Source: an optimization exercise on an open RTL-to-GDS flow (aim: small area, a short achievable clock period and few clock cycles per item). Production flows keep margins and buffers that such runs may drop.
Function was checked by simulation only, so behaviour that the tests miss may differ from the original.
Power and IR drop assume default switching activity.

File: constraint.sdc
create_clock -name core_clock -period 10.0 [get_ports {clk}]
set_input_delay 2.0000 -clock core_clock [delete_from_list [all_inputs] [get_ports {clk}]]
set_output_delay 2.0000 -clock core_clock [all_outputs]
set_load 0.01 [all_outputs]
File: run.sh
#!/bin/bash
# synth_recipe.tcl (not shown) runs the flow's synth.tcl, then flattens the netlist and writes it again
# the make line also repeats each setting of config.mk as NAME=value (left out here)
make -C /OpenROAD-flow-scripts/flow DESIGN_CONFIG=/design/flow/config.mk WORK_HOME=/design/flow/orfs CLKGATE_MAP_FILE= SYNTH_SCRIPT=/design/flow/synth_recipe.tcl finish
File: config.mk
export PLATFORM = sky130hd
export DESIGN_NAME = blob_detector
export DESIGN_NICKNAME = blob_detector
export VERILOG_FILES = /design/flow/design.v
export SDC_FILE = /design/flow/constraint.sdc
export NUM_CORES = 4
export LEC_CHECK = 0
export CAP_MARGIN = 20
export CORE_MARGIN = 2
export CORE_UTILIZATION = 40
export SLEW_MARGIN = 20
File: design.v
`timescale 1ns/1ns
package blob_pkg;
  localparam int COL_W     = 11;
  localparam int ROW_W     = 11;
  localparam int MASS_W    = 21;
  localparam int MAX_OBJS  = 16;
  localparam int LABEL_W   = 4;
  localparam int MAX_RUNS  = 16;
  localparam int RUN_IDX_W = 4;
  localparam int MIN_MASS  = 8;   
  localparam int IN_DEPTH    = 4;
  localparam int IN_PTR_W    = 2;
  localparam int OUT_CREDITS = 4;
  localparam int CREDIT_W    = 3;
  localparam int TOKEN_W       = 23;
  localparam int TOK_EVENT_BIT = 22;
  localparam int TOK_FRAME_BIT = 0;
  localparam int TOK_START_LSB = 11;
  localparam int WORD_W = 32;
  typedef enum logic [1:0] {
    idle,
    search,
    stall_full,   
    frame_wait
  } label_state_t;
endpackage
`timescale 1ns/1ns
import blob_pkg::*;
module run_intake (
  input  logic               clk,
  input  logic               rst,
  input  logic               in_valid,
  input  logic [TOKEN_W-1:0] in_token,
  output logic               in_credit,
  output logic               tok_valid,
  output logic [TOKEN_W-1:0] tok_data,
  input  logic               tok_pop
);
  logic [TOKEN_W-1:0]  mem [IN_DEPTH];
  logic [IN_PTR_W-1:0] wr_ptr;
  logic [IN_PTR_W-1:0] rd_ptr;
  logic [IN_PTR_W:0]   fill;
  logic                pop;
  assign pop       = tok_pop && tok_valid;
  assign tok_valid = (fill != '0);
  assign tok_data  = mem[rd_ptr];
  always_ff @(posedge clk) begin
    if (rst) begin
      wr_ptr    <= '0;
      rd_ptr    <= '0;
      fill      <= '0;
      in_credit <= 1'b0;
    end else begin
      if (in_valid)
        wr_ptr <= wr_ptr + 1'b1;
      if (pop)
        rd_ptr <= rd_ptr + 1'b1;
      fill      <= fill + (IN_PTR_W+1)'(in_valid) - (IN_PTR_W+1)'(pop);
      in_credit <= pop;   
    end
  end
  always_ff @(posedge clk) begin
    if (in_valid)
      mem[wr_ptr] <= in_token;
  end
endmodule
`timescale 1ns/1ns
import blob_pkg::*;
module run_labeler (
  input  logic               clk,
  input  logic               rst,
  input  logic               tok_valid,
  input  logic [TOKEN_W-1:0] tok_data,
  output logic               tok_pop,
  output logic               upd_valid,
  output logic               upd_new,
  output logic [LABEL_W-1:0] upd_label,
  output logic [COL_W-1:0]   upd_start,
  output logic [COL_W-1:0]   upd_end,
  output logic [ROW_W-1:0]   upd_row,
  output logic               frame_end,
  input  logic               scan_done
);
  logic [COL_W-1:0]   start_mem [2*MAX_RUNS];
  logic [COL_W-1:0]   end_mem   [2*MAX_RUNS];
  logic [LABEL_W-1:0] label_mem [2*MAX_RUNS];
  blob_pkg::label_state_t state;
  logic               bank;        
  logic               flip_pend;
  logic [ROW_W-1:0]   row;
  logic [RUN_IDX_W:0] cur_cnt;
  logic [RUN_IDX_W:0] prev_cnt;
  logic [RUN_IDX_W:0] idx;
  logic [LABEL_W:0]   next_label;
  logic [COL_W-1:0]   run_start;
  logic [COL_W-1:0]   run_end;
  logic               hit;
  logic [LABEL_W-1:0] hit_label;
  logic               take;
  logic               is_event;
  logic               is_frame;
  logic               walk_done;
  logic               overlap;
  logic               store;
  logic [RUN_IDX_W:0] rd_addr;
  logic [RUN_IDX_W:0] wr_addr;
  logic [COL_W:0]     prev_start;
  logic [COL_W:0]     prev_end_p1;
  logic [COL_W:0]     cur_end_p1;
  assign is_event = tok_data[TOK_EVENT_BIT];
  assign is_frame = tok_data[TOK_FRAME_BIT];
  assign take     = tok_valid && !flip_pend && (state == idle || state == stall_full);
  assign tok_pop  = take;
  assign rd_addr = {~bank, idx[RUN_IDX_W-1:0]};
  assign wr_addr = {bank, cur_cnt[RUN_IDX_W-1:0]};
  assign prev_start  = {1'b0, start_mem[rd_addr]};
  assign prev_end_p1 = {1'b0, end_mem[rd_addr]} + 1'b1;
  assign cur_end_p1  = {1'b0, run_end} + 1'b1;
  assign overlap     = (prev_start <= cur_end_p1) && (prev_end_p1 >= {1'b0, run_start});
  assign walk_done = hit || (idx == prev_cnt);
  assign store     = (state == search) && walk_done && (hit || !next_label[LABEL_W]);
  always_ff @(posedge clk) begin
    if (rst) begin
      state      <= idle;
      bank       <= 1'b0;
      flip_pend  <= 1'b0;
      row        <= '0;
      cur_cnt    <= '0;
      prev_cnt   <= '0;
      next_label <= '0;
      idx        <= '0;
      hit        <= 1'b0;
      upd_valid  <= 1'b0;
      frame_end  <= 1'b0;
    end else begin
      upd_valid <= 1'b0;
      frame_end <= 1'b0;
      if (flip_pend) begin   
        bank      <= ~bank;
        prev_cnt  <= cur_cnt;
        cur_cnt   <= '0;
        row       <= row + 1'b1;
        flip_pend <= 1'b0;
      end
      case (state)
        idle, stall_full: begin
          if (take) begin
            if (is_event) begin
              state <= is_frame ? frame_wait : idle;
              frame_end <= is_frame;
              flip_pend <= !is_frame;
            end else if (state == idle) begin
              idx   <= '0;
              hit   <= 1'b0;
              state <= search;
            end
          end
        end
        search: begin
          if (walk_done) begin
            state <= idle;
            if (store) begin
              upd_valid <= 1'b1;
              cur_cnt   <= cur_cnt + 1'b1;
              if (!hit)
                next_label <= next_label + 1'b1;
              if (cur_cnt == (RUN_IDX_W+1)'(MAX_RUNS - 1))
                state <= stall_full;
            end
          end else begin
            if (overlap)
              hit <= 1'b1;   
            idx <= idx + 1'b1;
          end
        end
        frame_wait: begin
          if (scan_done) begin
            next_label <= '0;
            row        <= '0;
            cur_cnt    <= '0;
            prev_cnt   <= '0;
            state      <= idle;
          end
        end
        default: state <= idle;
      endcase
    end
  end
  always_ff @(posedge clk) begin
    if (take && !is_event && state == idle) begin
      run_start <= tok_data[TOK_START_LSB +: COL_W];
      run_end   <= tok_data[COL_W-1:0];
    end
    if (state == search && !walk_done && overlap)
      hit_label <= label_mem[rd_addr];
    if (store) begin
      upd_new            <= !hit;
      upd_label          <= hit ? hit_label : next_label[LABEL_W-1:0];
      upd_start          <= run_start;
      upd_end            <= run_end;
      upd_row            <= row;
      start_mem[wr_addr] <= run_start;
      end_mem[wr_addr]   <= run_end;
      label_mem[wr_addr] <= hit ? hit_label : next_label[LABEL_W-1:0];
    end
  end
endmodule
`timescale 1ns/1ns
import blob_pkg::*;
module object_table (
  input  logic               clk,
  input  logic               rst,
  input  logic               upd_valid,
  input  logic               upd_new,
  input  logic [LABEL_W-1:0] upd_label,
  input  logic [COL_W-1:0]   upd_start,
  input  logic [COL_W-1:0]   upd_end,
  input  logic [ROW_W-1:0]   upd_row,
  input  logic               frame_end,
  output logic               scan_done,
  input  logic               rec_ready,
  output logic               rec_valid,
  output logic [MASS_W-1:0]  rec_mass,
  output logic [COL_W-1:0]   rec_min_x,
  output logic [COL_W-1:0]   rec_max_x,
  output logic [ROW_W-1:0]   rec_min_y,
  output logic [ROW_W-1:0]   rec_max_y,
  output logic               count_valid,
  output logic [LABEL_W:0]   count
);
  logic [MASS_W-1:0]   mass_mem  [MAX_OBJS];
  logic [COL_W-1:0]    min_x_mem [MAX_OBJS];
  logic [COL_W-1:0]    max_x_mem [MAX_OBJS];
  logic [ROW_W-1:0]    min_y_mem [MAX_OBJS];
  logic [ROW_W-1:0]    max_y_mem [MAX_OBJS];
  logic [MAX_OBJS-1:0] used;
  logic               scanning;
  logic [LABEL_W:0]   scan_idx;
  logic [LABEL_W:0]   obj_cnt;
  logic [LABEL_W-1:0] sel;
  logic [MASS_W-1:0]  run_len;
  logic               scan_end;
  logic               reportable;
  logic               can_emit;
  logic               emit_rec;
  logic               emit_count;
  assign run_len = MASS_W'(upd_end) - MASS_W'(upd_start) + MASS_W'(1);
  assign sel        = scan_idx[LABEL_W-1:0];
  assign scan_end   = scan_idx[LABEL_W];
  assign reportable = used[sel] && (mass_mem[sel] > MASS_W'(MIN_MASS));
  assign can_emit   = rec_ready && !rec_valid && !count_valid;
  assign emit_rec   = scanning && !scan_end && reportable && can_emit;
  assign emit_count = scanning && scan_end && can_emit;
  always_ff @(posedge clk) begin
    if (upd_valid) begin
      if (upd_new) begin
        mass_mem[upd_label]  <= run_len;
        min_x_mem[upd_label] <= upd_start;
        max_x_mem[upd_label] <= upd_end;
        min_y_mem[upd_label] <= upd_row;   
      end else begin
        mass_mem[upd_label] <= mass_mem[upd_label] + run_len;
        if (upd_start < min_x_mem[upd_label])
          min_x_mem[upd_label] <= upd_start;
        if (upd_end > max_x_mem[upd_label])
          max_x_mem[upd_label] <= upd_end;
      end
      max_y_mem[upd_label] <= upd_row;
    end
  end
  always_ff @(posedge clk) begin
    if (rst) begin
      used        <= '0;
      scanning    <= 1'b0;
      scan_idx    <= '0;
      obj_cnt     <= '0;
      rec_valid   <= 1'b0;
      count_valid <= 1'b0;
      scan_done   <= 1'b0;
    end else begin
      rec_valid   <= emit_rec;
      count_valid <= emit_count;
      scan_done   <= emit_count;
      if (upd_valid)
        used[upd_label] <= 1'b1;
      if (frame_end) begin
        scanning <= 1'b1;
        scan_idx <= '0;
        obj_cnt  <= '0;
      end else if (scanning) begin
        if (emit_count) begin
          scanning <= 1'b0;
          used     <= '0;   
        end else if (!scan_end && !reportable) begin
          scan_idx <= scan_idx + 1'b1;
        end else if (emit_rec) begin
          scan_idx <= scan_idx + 1'b1;
          obj_cnt  <= obj_cnt + 1'b1;
        end
      end
    end
  end
  always_ff @(posedge clk) begin
    if (emit_rec) begin
      rec_mass  <= mass_mem[sel];
      rec_min_x <= min_x_mem[sel];
      rec_max_x <= max_x_mem[sel];
      rec_min_y <= min_y_mem[sel];
      rec_max_y <= max_y_mem[sel];
    end
    if (emit_count)
      count <= obj_cnt;
  end
endmodule
`timescale 1ns/1ns
import blob_pkg::*;
module report_writer (
  input  logic              clk,
  input  logic              rst,
  input  logic              rec_valid,
  input  logic [MASS_W-1:0] rec_mass,
  input  logic [COL_W-1:0]  rec_min_x,
  input  logic [COL_W-1:0]  rec_max_x,
  input  logic [ROW_W-1:0]  rec_min_y,
  input  logic [ROW_W-1:0]  rec_max_y,
  input  logic              count_valid,
  input  logic [LABEL_W:0]  count,
  output logic              rec_ready,
  output logic              out_valid,
  output logic [WORD_W-1:0] out_data,
  output logic              out_last,
  input  logic              out_credit
);
  logic [WORD_W-1:0]   words [3];   
  logic [1:0]          rem;
  logic                is_count;
  logic [CREDIT_W-1:0] credits;
  assign rec_ready = (rem == 2'd0);
  assign out_valid = (rem != 2'd0) && (credits != '0);
  assign out_data  = words[0];
  assign out_last  = out_valid && is_count;
  always_ff @(posedge clk) begin
    if (rst) begin
      rem      <= 2'd0;
      is_count <= 1'b0;
      credits  <= CREDIT_W'(OUT_CREDITS);
    end else begin
      credits <= credits - CREDIT_W'(out_valid) + CREDIT_W'(out_credit);
      if (rec_ready) begin
        if (rec_valid) begin
          rem      <= 2'd3;
          is_count <= 1'b0;
        end else if (count_valid) begin
          rem      <= 2'd1;
          is_count <= 1'b1;
        end
      end else if (out_valid) begin
        rem <= rem - 1'b1;
      end
    end
  end
  always_ff @(posedge clk) begin
    if (rec_ready && rec_valid) begin
      words[0] <= WORD_W'(rec_mass);
      words[1] <= {{(WORD_W/2-COL_W){1'b0}}, rec_max_x, {(WORD_W/2-COL_W){1'b0}}, rec_min_x};
      words[2] <= {{(WORD_W/2-ROW_W){1'b0}}, rec_max_y, {(WORD_W/2-ROW_W){1'b0}}, rec_min_y};
    end else if (rec_ready && count_valid) begin
      words[0] <= WORD_W'(count);
    end else if (out_valid) begin   
      words[0] <= words[1];
      words[1] <= words[2];
    end
  end
endmodule
`timescale 1ns/1ns
import blob_pkg::*;
module blob_detector (
  input  logic               clk,
  input  logic               rst,
  input  logic               in_valid,
  input  logic [TOKEN_W-1:0] in_token,
  output logic               in_credit,
  output logic               out_valid,
  output logic [WORD_W-1:0]  out_data,
  output logic               out_last,
  input  logic               out_credit
);
  logic               tok_valid;
  logic [TOKEN_W-1:0] tok_data;
  logic               tok_pop;
  logic               upd_valid;
  logic               upd_new;
  logic [LABEL_W-1:0] upd_label;
  logic [COL_W-1:0]   upd_start;
  logic [COL_W-1:0]   upd_end;
  logic [ROW_W-1:0]   upd_row;
  logic               frame_end;
  logic               scan_done;
  logic               rec_ready;
  logic               rec_valid;
  logic [MASS_W-1:0]  rec_mass;
  logic [COL_W-1:0]   rec_min_x;
  logic [COL_W-1:0]   rec_max_x;
  logic [ROW_W-1:0]   rec_min_y;
  logic [ROW_W-1:0]   rec_max_y;
  logic               count_valid;
  logic [LABEL_W:0]   count;
  run_intake u_intake (
    .clk(clk), .rst(rst), .in_valid(in_valid), .in_token(in_token),
    .in_credit(in_credit), .tok_valid(tok_valid), .tok_data(tok_data), .tok_pop(tok_pop)
  );
  run_labeler u_labeler (
    .clk(clk), .rst(rst), .tok_valid(tok_valid), .tok_data(tok_data), .tok_pop(tok_pop),
    .upd_valid(upd_valid), .upd_new(upd_new), .upd_label(upd_label),
    .upd_start(upd_start), .upd_end(upd_end), .upd_row(upd_row),
    .frame_end(frame_end), .scan_done(scan_done)
  );
  object_table u_table (
    .clk(clk), .rst(rst), .upd_valid(upd_valid), .upd_new(upd_new), .upd_label(upd_label),
    .upd_start(upd_start), .upd_end(upd_end), .upd_row(upd_row),
    .frame_end(frame_end), .scan_done(scan_done), .rec_ready(rec_ready),
    .rec_valid(rec_valid), .rec_mass(rec_mass), .rec_min_x(rec_min_x),
    .rec_max_x(rec_max_x), .rec_min_y(rec_min_y), .rec_max_y(rec_max_y),
    .count_valid(count_valid), .count(count)
  );
  report_writer u_writer (
    .clk(clk), .rst(rst), .rec_valid(rec_valid), .rec_mass(rec_mass),
    .rec_min_x(rec_min_x), .rec_max_x(rec_max_x), .rec_min_y(rec_min_y),
    .rec_max_y(rec_max_y), .count_valid(count_valid), .count(count),
    .rec_ready(rec_ready), .out_valid(out_valid), .out_data(out_data),
    .out_last(out_last), .out_credit(out_credit)
  );
endmodule
==> summary.md <==
| Metric | Value |
|---|---|
| Critical Path AT | `7.09 ns` |
| I/O Buffers | `56` |
| Count leader, synth | `edfxtp_1` |
| Max-Cap Viols | `0` |
| Dpl hpwl | `143000 um` |
| CTS tree | `built` |
| Layout Utilization | `0.456` |
| Most common library cells after synthesis | `edfxtp_1 (2163), mux4_2 (795), nor2_1 (214)` |
| Top cells by area, synth | `edfxtp_1 (69%), mux4_2 (19%), dfxtp_1 (2.1%)` |
| Synth unique cells | `80` |
| FP Rows | `177` |
| Logic pwr share | `0.262` |
| TritonCTS buffer count | `223` |
| Clock Skews | `0.0555 ns` |
| Kind of critical path | `reg -> reg` |
| Nets | `4861` |
| Pwr Density | `262 nW/um^2` |
| Max Freq | `0.153 GHz` |
| Mapped Cells | `4533` |
| Setup TNS | `0 ns` |
| Worst setup EP type | `flip-flop` |
| Total core area | `233000 um^2` |
| H-tree levels | `4` |
| Slew HR | `0.264` |
| Total GRT Usage | `0.205` |
| Clock root cell | `clkbuf_16` |
| Hold-fix buffer count after cts | `0` |
| Outcome | `no timing/DRC/antenna violations` |
| Vias | `47100` |
| Fillers | `19500` |
| CTS max path bufs | `3` |
| Synth area leader | `edfxtp_1` |
| Share of cells above drive strength 1 | `0.288` |
| Initial antenna violation count | `10` |
| Clock Sink Count | `2260` |
| Crit path time final | `6.56 ns` |
| Min-Delay Path Class | `reg -> reg` |
| Final Max Tran Viols | `0` |
| Max IR drop VDD | `0.230 mV` |
| Final ANT Viol Nets | `0` |
| DIE AREA | `238000 um^2` |
| Layout Area Growth over Synthesis | `13.3%` |
| Die height | `488 um` |
| Initial DRC count | `5671` |
| Top-area cell type share of the netlist area | `0.692` |
| Seq pwr share | `0.442` |
| Worst-Margin Slew | `1.10 ns` |
| Post-synthesis sequential area ratio | `0.713` |
| Area of the mapped netlist | `93800 um^2` |
| First-pass GRT wire length | `348000 um` |
| DRT Wirelength | `245000 um` |
| Synth Register Bits | `2260` |
| I/O pin count | `62` |
| Clock slew seen by the registers of the worst setup and hold paths | `0.06 ns` |
| CP Launch Type | `flip-flop` |
| Yosys warnings | `5` |
| Sw frac | `0.299` |
| NetSw | `8330 uW` |
| Period utilisation layout | `0.656` |
| WL/cell | `30.4 um` |
| Worst Path Required | `10.53 ns` |
| Synth async-reset ratio | `0` |
| Mapped Avg Cell Area | `20.7 um^2` |
| GPL Wtd Cong | `0.826` |
| Drt pass-1 iters | `6` |
| Worst-Skew Late Latency | `0.88 ns` |
| Crit path max fanout | `18` |
| RSZ-0062 raised after global routing | `false` |
| Main flop type after synthesis | `edfxtp_1` |
| Number of flops mapped to enable cells by yosys | `2163` |
| # resized after CTS | `0` |
| Internal Power | `19500 uW` |
| Power share of the clock group | `0.296` |
| Leak pwr | `0.0326 uW` |
| Vias per cell | `5.84` |
| Starting Density | `0.403` |
| Largest net degree at the start of global routing | `129` |
| Chip Width | `488 um` |
| Postcts setup bufs | `0` |
| Vias in the first global route | `47700` |
| Number of remaining DRC errors | `0` |
| Global route overflow | `0` |
| Fin. Hold Viols | `0` |
| Final setup viols | `0` |
==> cell type report <==
cell class | count | area [um^2] | share of cell area
diodes | 10 | 25.0 | 0.000236
repair buffers | 210 | 1800 | 0.0170
inverters | 82 | 308 | 0.00290
flip-flops and latches | 2260 | 66900 | 0.630
multi-input cells | 1949 | 26000 | 0.245
clock buffers | 300 | 6040 | 0.0568
clock inverters | 115 | 1180 | 0.0112
well taps | 3132 | 3920 | 0.0369
==> metrics by stage <==
stage	instances	area (um^2)	setup WS [ns]	power [uW]	hold slack, ns
final	8058	106000	3.44	27900	0.395
after global routing	8050	106000	3.02	29000	0.426
after CTS	8044	106000	3.52	28000	0.398
after detailed placement	7629	98900	3.56	19800	0.405
after global placement	7629	98900	3.64	19700	0.404
after floorplan	4537	93800	3.77	17500	0.400
==> routing by layer <==
metal / vias to the layer above / track usage / routed length, um
li1: 19300 / - / -
met1: 25600 / 0.290 / 102000
met2: 1780 / 0.331 / 119000
met3: 378 / 0.0351 / 17300
met4: 6 / 0.0530 / 5790
met5: - / 0 / 30
==> cell families after synthesis <==
kind of cell,after synthesis,synth area share
and+or+nand+nor,601,0.0300
DFF,2260,0.713
other,1,0.0000400
muxes,875,0.200
buffers and inverters,328,0.0144
AOI/OAI and AO/OA,280,0.0204
xor gates and xnor gates,80,0.00747
adders and majority gates,108,0.0147
==> power groups by stage <==
stage	Combinational (uW)	Clock, uW	Sequential [uW]
after floorplan	5060	0	12400
after global placement	7160	0	12500
after detailed placement	7250	0	12600
after CTS	7280	8390	12400
after global routing	7910	8750	12400
final	7310	8250	12300
==> registers in the layout, summed over array words and instances, names as in the netlist, 128 cells and up, named ones only <==
register             cells
u_labeler.label_mem    128
u_table.mass_mem       336
u_table.min_y_mem      176
u_labeler.start_mem    352
u_table.min_x_mem      176
u_labeler.end_mem      352
u_table.max_x_mem      176
u_table.max_y_mem      176
==> path summary, 6_finish.rpt <==
kind	slack [ns]	start	cells past startpoint	end
min reg2reg	0.40	u_table.rec_min_y[1]	0	u_writer.words[2][1]
min	0.40	u_table.rec_min_y[1]	0	u_writer.words[2][1]
max reg2reg	3.44	u_labeler.upd_start[0]	19	u_table.mass_mem[7][20]
max	3.44	u_labeler.upd_start[0]	19	u_table.mass_mem[7][20]
==> layout by cell type, fill, tap and decap left out, types with 23 or more instances in the layout <==
master           synthesis  final
edfxtp_1              2163   2163
mux4_2                 795    795
clkbuf_16                0    223
nand2_1                160    160
nor2_1                 214    145
buf_4                    9    145
ha_1                   104    104
dfxtp_1                 97     81
inv_1                   81     80
a21oi_1                 73     69
clkbuf_1               149     60
clkdlybuf4s50_1          0     55
mux2i_1                 54     54
o21ai_0                 53     49
nor2_4                   0     48
xor2_1                  46     46
clkinv_2                 0     42
xnor2_1                 34     34
and2_1                  32     32
nand3_1                 31     31
clkinv_1                 1     31
and3_1                  29     28
mux2_2                  26     26
nor2b_1                 26     26
nor3_1                  27     25
a22oi_1                 23     23
==> worst max-delay path: stages, from the launching register on <==
cell,delay [ns]
edfxtp_1,0.70
ha_1,0.26
inv_1,0.06
fa_1,0.42
a21o_1,0.20
a22o_1,0.27
nor2_1,0.14
xor2_1,0.17
nor4bb_1,0.63
xor2_1,0.33
ha_1,0.34
a21o_1,0.21
a2111oi_0,0.30
nor2_1,0.18
a41oi_1,0.31
o211ai_1,0.20
a2111oi_0,0.45
nor3_1,0.14
a21boi_0,0.14
or4b_1,0.76
Testbench counts, summed over its fixed seeds: cycles 39,198, tokens 11,777.

## static timing again, ports no longer ideal
In the flow no input, the clock included, has a driving cell. The finished layout below was timed again as built, in two steps.
Step 1, drivers: a clkbuf_16 drives clk and a buf_2 each remaining input, both assumed.
Step 2 times the ports against the registers' clock, not the clock port: input delays grow and output delays shrink by t, the midpoint of the rising clock arrivals with the driver on.
Three values: ideal, step 1, step 2; two values: the first two.
t, ns: 0.939
setup WS [ns]: 3.443 / 3.443 / 3.443
clock arrival spread, ns: 0.064 / 0.064
cell pins on the clock port's net: 1
After both steps setup and hold are still met in this run. For this run, drivers alone change the setup slack by 0.000 ns; drivers and shift together by 0.000 ns.
